From an optimization exercise on the open Yosys and OpenROAD flow, aimed at small area, a short achievable clock period and few clock cycles; shortcuts taken in it are not production practice. Only simulation tests tie the RTL to the original design; equivalence was not proved.

Setup of lane 1:
// tcp_timestamp_option_finder
module tcp_timestamp_option_finder
(
  input  logic        clk,
  input  logic        rst,
  input  logic        in_valid,
  output logic        in_ready,
  input  logic [7:0]  data_byte,
  input  logic        first_byte,
  input  logic        last_byte,
  input  logic [15:0] total_length,
  output logic        out_valid,
  input  logic        out_ready,
  output logic        found,
  output logic [7:0]  option_kind,
  output logic [7:0]  option_length,
  output logic [31:0] ts_value,
  output logic [31:0] ts_echo
);
  logic        fv;
  logic [7:0]  fd;
  logic        ff;
  logic        fl;
  logic        ffaild;     
  logic        ffail2;     
  logic [15:0] pos9;       
  logic        pos_ovf;    
  logic [7:0]  cnt;
  logic        czero;      
  logic        st_len;     
  logic        st_cap;     
  logic        st_done;    
  logic [71:0] res;        
  logic        take;
  logic        in_faild, in_fail2;
  logic [16:0] p_inc;
  logic        len_k15, len_ghi, len_phi, len_loa, len_lob;
  logic [15:0] pos9_n;
  logic        pos_ovf_n;
  logic        go;
  logic        harmless;
  logic        e_len, e_cap, e_done, e_wait, e_czero;
  logic        d_le1, d_is8, d_is0;
  logic [7:0]  c;
  ...
For scale: ~120 flip-flops, roughly 110 I/O pins, roughly 4900 µm² of cells after synthesis.
==> module tcp_timestamp_option_finder, before the edit <==
module tcp_timestamp_option_finder
(
  input  logic        clk,
  input  logic        rst,
  input  logic        in_valid,
  output logic        in_ready,
  input  logic [7:0]  data_byte,
  input  logic        first_byte,
  input  logic        last_byte,
  input  logic [15:0] total_length,
  output logic        out_valid,
  input  logic        out_ready,
  output logic        found,
  output logic [7:0]  option_kind,
  output logic [7:0]  option_length,
  output logic [31:0] ts_value,
  output logic [31:0] ts_echo
);
  logic        fv;
  logic [7:0]  fd;
  logic        ff;
  logic        fl;
  logic        ffaild;     
  logic        ffail2;     
  logic [15:0] pos9;       
  logic        pos_ovf;    
  logic [7:0]  cnt;
  logic        czero;      
  logic        st_len;     
  logic        st_cap;     
  logic        st_done;    
  logic [71:0] res;        
  logic        take;
  logic        in_faild, in_fail2;
  logic [16:0] p_inc;
  logic        len_k15, len_ghi, len_phi, len_loa, len_lob;
  logic [15:0] pos9_n;
  logic        pos_ovf_n;
  logic        go;
  logic        harmless;
  logic        e_len, e_cap, e_done, e_wait, e_czero;
  logic        d_le1, d_is8, d_is0;
  logic [7:0]  c;
  logic [7:0]  fx;
  logic        at_start;
  logic        hit, miss, settle;
  logic        len_n, cap_n, done_n, czero_n;
  logic [7:0]  cnt_n;
  logic        res_shift, res_hold;
  logic        fv_n, out_valid_n, settled_n, harmless_n;
  assign take   = in_valid && in_ready;
  tsf_len_rows u_len_rows (
    .a   (pos9),
    .d   (data_byte),
    .l   (total_length),
    .k15 (len_k15),
    .ghi (len_ghi),
    .phi (len_phi),
    .loa (len_loa),
    .lob (len_lob)
  );
  assign in_faild = pos_ovf || len_k15 || len_ghi || (len_phi && len_loa);
  assign in_fail2 = pos_ovf || len_k15 || len_ghi || (len_phi && len_lob);
  tsf_pos_next u_pos_next (
    .take      (take),
    .first     (first_byte),
    .pos9      (pos9),
    .pos_ovf   (pos_ovf),
    .inc       (p_inc),
    .pos9_n    (pos9_n),
    .pos_ovf_n (pos_ovf_n)
  );
  assign p_inc  = {1'b0, pos9} + 17'd1;
  assign harmless = (st_done && !ff) || (ff && !fl);
  assign go       = fv && (!out_valid || harmless);
  assign e_len   = !ff && st_len;
  assign e_cap   = !ff && st_cap;
  assign e_done  = !ff && st_done;
  assign e_wait  = ff || !(st_len || st_cap || st_done);
  assign e_czero = !ff && czero;
  assign c       = ff ? 8'd20 : cnt;
  assign d_le1   = fd[7:1] == 7'd0;
  assign d_is8   = fd == 8'd8;
  assign d_is0   = fd == 8'd0;
  assign fx      = {fd[7:2], fd[1] | d_le1, fd[0] && !d_le1};
  assign at_start = e_wait && e_czero;
  always_comb begin
    hit     = e_cap && e_czero;
    miss    = (at_start && d_le1 && ffail2) ||
              (e_len && (d_is0 || (d_le1 ? ffail2 : ffaild)));
    len_n   = at_start && !d_le1 && !d_is8;
    cap_n   = (at_start && d_is8) || (e_cap && !e_czero);
    if (e_len)                  cnt_n = fx - 8'd2;
    else if (at_start && d_is8) cnt_n = 8'd8;
    else if (at_start)          cnt_n = 8'd0;
    else                        cnt_n = c - 8'd1;
    if (e_len)                  czero_n = fd[7:2] == 6'd0 && !(fd[1] && fd[0]);   
    else if (at_start)          czero_n = !d_is8;
    else                        czero_n = !ff && cnt == 8'd1;
    if (!e_done && !hit && fl) miss = 1'b1;
  end
  assign settle = (hit || miss) && !e_done;
  assign done_n = e_done || settle;
  assign res_shift = fv && !out_valid && e_cap && (!fl || czero);
  assign res_hold  = !(fv && !out_valid);
  assign fv_n        = take || (fv && !go);
  assign out_valid_n = (go && settle) || (out_valid && !out_ready);
  assign settled_n   = go ? done_n : st_done;
  assign harmless_n  = take ? ((settled_n && !first_byte) || (first_byte && !last_byte))
                            : ((settled_n && !ff) || (ff && !fl));
  always_ff @(posedge clk) begin
    if (rst) begin
      fv        <= 1'b0;
      in_ready  <= 1'b1;
      pos9      <= 16'd9;
      pos_ovf   <= 1'b0;
      cnt       <= 8'd20;
      czero     <= 1'b0;
      st_len    <= 1'b0;
      st_cap    <= 1'b0;
      st_done   <= 1'b0;
      out_valid <= 1'b0;
    end else begin
      fv        <= fv_n;
      in_ready  <= !fv_n || !out_valid_n || harmless_n;
      out_valid <= out_valid_n;
      pos9      <= pos9_n;
      pos_ovf   <= pos_ovf_n;
      if (go) begin
        cnt     <= cnt_n;
        czero   <= czero_n;
        st_len  <= len_n && !done_n;
        st_cap  <= cap_n && !done_n;
        st_done <= done_n;
      end
    end
  end
  always_ff @(posedge clk) begin
    if (take) begin
      fd    <= data_byte;
      ff    <= first_byte;
      fl    <= last_byte;
      ffaild <= in_faild;
      ffail2 <= in_fail2;
    end
    res <= ({72{res_shift}} & {res[63:0], fd}) | ({72{res_hold}} & res);
    if (go && settle) found <= hit;
  end
  assign option_kind   = {4'd0, found, 3'd0};
  assign option_length = res[71:64];
  assign ts_value      = res[63:32];
  assign ts_echo       = res[31:0];
endmodule
==> flow/config.mk <==
export PLATFORM = sky130hd
export DESIGN_NAME = tcp_timestamp_option_finder
export DESIGN_NICKNAME = tcp_timestamp_option_finder
export VERILOG_FILES = /design/flow/design.v
export SDC_FILE = /design/flow/constraint.sdc
export NUM_CORES = 4
export LEC_CHECK = 0
export CAP_MARGIN = 20
export CORE_MARGIN = 2
export CORE_UTILIZATION = 50
export CTS_BUF_LIST = sky130_fd_sc_hd__clkbuf_8
export PLACE_DENSITY = 0.7
export SETUP_SLACK_MARGIN = 3.6
export SLEW_MARGIN = 20
==> flow/constraint.sdc <==
create_clock -name core_clock -period 6.0 [get_ports {clk}]
set_input_delay 1.2000 -clock core_clock [delete_from_list [all_inputs] [get_ports {clk}]]
set_output_delay 1.2000 -clock core_clock [all_outputs]
set_load 0.01 [all_outputs]
standard.sh (not shown) runs the stock make flow with config.mk's settings and CLKGATE_MAP_FILE= SYNTH_SCRIPT=/design/flow/synth_recipe.tcl, a recipe that flattens the netlist after the stock synthesis.
==> flow/flow/run.sh <==
#!/bin/bash
# Layout flow: the standard ORFS flow with two changes.
# - Synthesis leaves adders to abc (no ADDER_MAP_FILE): the design's only arithmetic is a
#   bound check written as a carry tree and two counters, which abc maps faster than the
#   full-adder cells. Registers are mapped exactly as in the standard synthesis.
# - The port buffers that placement inserts are plain sky130_fd_sc_hd__buf_1 cells (ORFS
#   otherwise picks a delay buffer).
# Every ORFS step keeps its own log under orfs/logs/; make's output goes to standard.log.
set -euo pipefail
cd "$(dirname "$0")/.."
export ADDER_MAP_FILE=
export BUFFER_PORTS_ARGS="-buffer_cell sky130_fd_sc_hd__buf_1"
bash standard.sh > standard.log 2>&1
Lane 1 finished every stage and its layout cleared the timing, design-rule and antenna checks.
Testbench counts of lane 1, summed over its fixed seeds: cycles 24,217.
Inputs modified between lane 1 and lane 2:
--- a/flow/design.v
+++ b/flow/design.v
@@ -131,24 +131,26 @@
   output logic [31:0] ts_echo
 );
   logic        fv;
   logic [7:0]  fd;
   logic        ff;
   logic        fl;
-  logic        ffaild;     
-  logic        ffail2;     
+  logic        fk;
+  logic        fphi;
+  logic        floa;
+  logic        flob;
   logic [15:0] pos9;       
   logic        pos_ovf;    
   logic [7:0]  cnt;
   logic        czero;      
   logic        st_len;     
   logic        st_cap;     
   logic        st_done;    
   logic [71:0] res;        
   logic        take;
-  logic        in_faild, in_fail2;
+  logic        ffaild, ffail2;
   logic [16:0] p_inc;
   logic        len_k15, len_ghi, len_phi, len_loa, len_lob;
   logic [15:0] pos9_n;
   logic        pos_ovf_n;
   logic        go;
   logic        harmless;
@@ -158,26 +160,26 @@
   logic [7:0]  fx;
   logic        at_start;
   logic        hit, miss, settle;
   logic        len_n, cap_n, done_n, czero_n;
   logic [7:0]  cnt_n;
   logic        res_shift, res_hold;
-  logic        fv_n, out_valid_n, settled_n, harmless_n;
+  logic        fv_n, out_valid_n, settled0, ready_take;
   assign take   = in_valid && in_ready;
   tsf_len_rows u_len_rows (
     .a   (pos9),
     .d   (data_byte),
     .l   (total_length),
     .k15 (len_k15),
     .ghi (len_ghi),
     .phi (len_phi),
     .loa (len_loa),
     .lob (len_lob)
   );
-  assign in_faild = pos_ovf || len_k15 || len_ghi || (len_phi && len_loa);
-  assign in_fail2 = pos_ovf || len_k15 || len_ghi || (len_phi && len_lob);
+  assign ffaild = fk || (fphi && floa);
+  assign ffail2 = fk || (fphi && flob);
   tsf_pos_next u_pos_next (
     .take      (take),
     .first     (first_byte),
     .pos9      (pos9),
     .pos_ovf   (pos_ovf),
     .inc       (p_inc),
@@ -216,15 +218,15 @@
   assign settle = (hit || miss) && !e_done;
   assign done_n = e_done || settle;
   assign res_shift = fv && !out_valid && e_cap && (!fl || czero);
   assign res_hold  = !(fv && !out_valid);
   assign fv_n        = take || (fv && !go);
   assign out_valid_n = (go && settle) || (out_valid && !out_ready);
-  assign settled_n   = go ? done_n : st_done;
-  assign harmless_n  = take ? ((settled_n && !first_byte) || (first_byte && !last_byte))
-                            : ((settled_n && !ff) || (ff && !fl));
+  assign settled0    = st_done && !(go && ff);
+  assign ready_take  = (!(out_valid && !out_ready) || (settled0 && !first_byte) ||
+                        (first_byte && !last_byte)) && !(first_byte && last_byte);
   always_ff @(posedge clk) begin
     if (rst) begin
       fv        <= 1'b0;
       in_ready  <= 1'b1;
       pos9      <= 16'd9;
       pos_ovf   <= 1'b0;
@@ -233,13 +235,13 @@
       st_len    <= 1'b0;
       st_cap    <= 1'b0;
       st_done   <= 1'b0;
       out_valid <= 1'b0;
     end else begin
       fv        <= fv_n;
-      in_ready  <= !fv_n || !out_valid_n || harmless_n;
+      in_ready  <= take ? ready_take : (!(fv && !go) || out_ready);
       out_valid <= out_valid_n;
       pos9      <= pos9_n;
       pos_ovf   <= pos_ovf_n;
       if (go) begin
         cnt     <= cnt_n;
         czero   <= czero_n;
@@ -251,14 +253,16 @@
   end
   always_ff @(posedge clk) begin
     if (take) begin
       fd    <= data_byte;
       ff    <= first_byte;
       fl    <= last_byte;
-      ffaild <= in_faild;
-      ffail2 <= in_fail2;
+      fk    <= pos_ovf || len_k15 || len_ghi;
+      fphi  <= len_phi;
+      floa  <= len_loa;
+      flob  <= len_lob;
     end
     res <= ({72{res_shift}} & {res[63:0], fd}) | ({72{res_hold}} & res);
     if (go && settle) found <= hit;
   end
   assign option_kind   = {4'd0, found, 3'd0};
   assign option_length = res[71:64];
==> notes.md <==
Compared to lane 1, lane 2 was floorplanned on a bigger die.
Per the comparison of lane 2 with lane 1, register-to-register path setup slack lower, maximum vdd drop lower, post-synthesis to final-layout area growth roughly the same, post-synth design cell area higher.
Testbench counts of lane 2, summed over its fixed seeds: cycles 24,217.

separate check: timing with driven ports:
In the flow no input, the clock included, has a driving cell. The finished layouts below were timed again as built, in two steps. Step 1 sets driving cells, clkbuf_16 on the clock port and buf_2 on the other inputs (assumed; they add their load-dependent delay and slew). Step 2 times the ports against the registers' clock, not the clock port: input delays grow and output delays shrink by t, the midpoint of the rising clock arrivals with the driver on. Slacks: ideal / step 1 / step 2; pairs: ideal / step 1.
run | t, ns | setup WS [ns] | slew at the worst register clock pin (ns) | worst data-port slew with drivers (ns)
lane 1 | 0.449 | 3.679 / 3.690 / 3.241 | 0.08 / 0.08 | 0.03
lane 2 | 0.454 | 3.708 / 3.675 / 3.306 | 0.08 / 0.08 | 0.04
After both steps every run listed still meets setup and hold. The setup slack of lane 1, which loses most, moves by +0.011 ns with the drivers and by -0.438 ns with both steps.
